This design comes from an exercise in tuning for small area, a short achievable clock period and few clock cycles per item on the open sky130 flow, not from production work.
Function was checked by simulation only, so behaviour that the tests miss may differ from the original.

==> v2 <==
## segment_rect_intersect
module segment_rect_intersect #(
  parameter int unsigned COORD_WIDTH = sri_pkg::COORD_WIDTH_DEFAULT
) (
  input  logic                 clk_i,
  input  logic                 rst_ni,
  input  logic                 in_valid_i,
  output logic                 in_ready_o,
  input  logic signed [COORD_WIDTH-1:0] seg_x1_i,
  input  logic signed [COORD_WIDTH-1:0] seg_y1_i,
  input  logic signed [COORD_WIDTH-1:0] seg_x2_i,
  input  logic signed [COORD_WIDTH-1:0] seg_y2_i,
  input  logic signed [COORD_WIDTH-1:0] rect_left_i,
  input  logic signed [COORD_WIDTH-1:0] rect_top_i,
  input  logic        [COORD_WIDTH-2:0] rect_width_i,
  input  logic        [COORD_WIDTH-2:0] rect_height_i,
  output logic                 out_valid_o,
  input  logic                 out_ready_i,
  output logic                 hit_o
);
==> flow/config.mk <==
export PLATFORM = sky130hd
export DESIGN_NAME = segment_rect_intersect
export DESIGN_NICKNAME = segment_rect_intersect
export VERILOG_FILES = /design/flow/design.v
export SDC_FILE = /design/flow/constraint.sdc
export NUM_CORES = 4
export LEC_CHECK = 0
export CAP_MARGIN = 50
export CORE_MARGIN = 2
export CORE_UTILIZATION = 50
export PLACE_DENSITY = 0.55
export SETUP_SLACK_MARGIN = 4.8
export SLEW_MARGIN = 70
export SYNTH_HIERARCHICAL = 1
==> flow/constraint.sdc <==
create_clock -name core_clock -period 8.0 [get_ports {clk_i}]
set_input_delay 1.6000 -clock core_clock [delete_from_list [all_inputs] [get_ports {clk_i}]]
set_output_delay 1.6000 -clock core_clock [all_outputs]
set_load 0.01 [all_outputs]
run.sh (not shown) runs the stock make flow with config.mk's settings and CLKGATE_MAP_FILE= SYNTH_SCRIPT=/design/flow/synth_recipe.tcl, a recipe that flattens the netlist after the stock synthesis.
==> v25 (differences from v2) <==
Settings changed: CORE_UTILIZATION 50 to 40, PLACE_DENSITY 0.55 to 0.45.
==> notes <==
Cell area: v2 is lower than v25 (about 2.5%). Against v25, the setup slack of v2 is lower by 7.4 ps. In synthesized area, v2 and v25 do not differ. In v25 the cell count is higher than in v2, by 6.1%. Of v2 and v25, v25 has the higher hold slack (gap 7.9 ps). v25 passed the timing, DRC and antenna checks. v2 produced a clean layout. Of v2 and v25, v2 has the higher first-iteration DRC count (gap 49%, measured against v25). Between v25 and v2, the lower core utilization is in v25 (gap 10 points).
==> figures <==
| item | v2 | v25 |
|---|---|---|
| Number of buffers and inverters on the critical path | 1 | 2 |
| Antenna violations before repair | 14 | 11 |
| Status | timing/DRC/antenna clean | timing/DRC/antenna clean |
| Final std cells w/o fill | 7418 | 7869 |
| Setup Skew | 27.2 ps | 40.4 ps |
| Fin nets | 7216 | 7248 |
| Die ar. | 123000 sq um | 153000 sq um |
| Total met3 wirelength after detailed routing | 18800 um | 14000 um |
| M3 GR Usage | 0.0720 | 0.0466 |
| Mean routed wirelength per cell | 27.6 um | 27.0 um |
| Post-route cell area | 69300 sq um | 71100 sq um |
| Largest incremental delay on the critical path | 580 ps | 590 ps |
| Area growth from synthesis to layout | 15.5% | 18.4% |
| Total Routing Usage GR | 0.321 | 0.276 |
| HPWL reported at the end of detailed placement | 148000 um | 157000 um |
| Met2 demand-to-capacity share in global routing | 0.519 | 0.448 |
| Met2 wirelength from detailed routing | 92600 um | 97800 um |
| CTS buffer count | 91 | 100 |
| FP Rows | 127 | 142 |
| Worst reg2reg endpoint | qtw4_159_q$_DFF_P_ | qtw4_282_q$_DFF_P_ |
Testbench counts of v2, summed over its fixed seeds: cycles 16,048, items 16,000.
Testbench counts of v25, summed over its fixed seeds: cycles 16,048, items 16,000.

* * *

==> run a: inputs <==
Another version of the RTL of segment_rect_intersect (not shown whole).
==> flow/config.mk <==
export PLATFORM = sky130hd
export DESIGN_NAME = segment_rect_intersect
export DESIGN_NICKNAME = segment_rect_intersect
export VERILOG_FILES = /design/flow/design.v
export SDC_FILE = /design/flow/constraint.sdc
export NUM_CORES = 4
export LEC_CHECK = 0
export CAP_MARGIN = 50
export CORE_MARGIN = 2
export CORE_UTILIZATION = 40
export PLACE_DENSITY = 0.45
export SETUP_SLACK_MARGIN = 4.0
export SLEW_MARGIN = 70
==> flow/constraint.sdc <==
create_clock -name core_clock -period 8.0 [get_ports {clk_i}]
set_input_delay 1.6000 -clock core_clock [delete_from_list [all_inputs] [get_ports {clk_i}]]
set_output_delay 1.6000 -clock core_clock [all_outputs]
set_load 0.01 [all_outputs]
==> run b (differences from run a) <==
SETUP_SLACK_MARGIN = not set   (was 4.0)
==> comparison <==
- Sequential share of layout area is about the same in run b and run a.
- In synthesized cell count, run a and run b do not differ.
- Die area is the same in run b and run a.
- In critical path depth, run a and run b do not differ.
- Final area is about the same in run a and run b.
- Setup slack: run b is lower than run a (0.20 ns).
- Between run a and run b, the lower non-clock buffer count is in run b (gap 2).
==> figures <==
quantity                                                                            run b                    run a
Fraction of standard cell area that is sequential                                   18.7%                    18.7%
Setup repair after global routing missed its margin                                 false                     true
Drt first pass iters                                                                    8                        6
Transition at the pin with the smallest max-transition slack                     0.495 ns                 0.510 ns
Number of cells in the finished layout apart from fillers                            7945                     7956
Number of DRC markers after the initial detailed-route iteration                     3638                     3249
Met2 WL                                                                           93.2 mm                  94.6 mm
Area added between synthesis and finish                                             13.3%                    13.2%
Final clock-cell share                                                              4.11%                    4.09%
Worst hold-check slack                                                           0.326 ns                 0.326 ns
Largest net degree at the start of global routing                                      38                       34
Detailed-route via count                                                            41600                    41700
Routing usage on met3                                                               6.05%                    5.43%
Placed instance area                                                           62000 um^2               61900 um^2
Wire length of the first global-routing pass                                       307 mm                   307 mm
Met1 Use GR                                                                         38.3%                    38.7%
Result of the run                                                 complete, no violations  complete, no violations
Testbench counts of run a, summed over its fixed seeds: cycles 16,040, items 16,000.
Testbench counts of run b, summed over its fixed seeds: cycles 16,040, items 16,000.

==> re-timing with driven ports <==
Ports are ideal in the flow. The routed layouts listed here were re-timed in OpenROAD.
Step 1 sets driving cells, clkbuf_16 on the clock port and buf_2 on the other inputs (assumed; they add their load-dependent delay and slew).
Step 2 moves the port delays by t, midway between the first and last clock arrival at a register: inputs arrive t later, outputs are due t later. That takes back most of the time a late clock gives input paths.
Three values: no drivers, after step 1, after step 2; two values: the first two.
| run | shift t [ns] | setup slack, ns | worst hold slack (ns) | worst setup path after step 2 |
|---|---|---|---|---|
| v2 | 0.779 | 4.810 / 4.810 / 4.399 | 0.332 / 0.332 / 0.332 | input to register |
| v25 | 0.794 | 4.817 / 4.817 / 4.378 | 0.340 / 0.340 / 0.340 | input to register |
| run a | 0.749 | 4.103 / 4.147 / 3.413 | 0.326 / 0.326 / 0.326 | input to register |
| run b | 0.752 | 3.908 / 3.966 / 3.214 | 0.326 / 0.326 / 0.326 | input to register |
After both steps every run listed still meets setup and hold. For run b, which loses most, drivers alone change the setup slack by +0.058 ns; drivers and shift together by -0.694 ns.
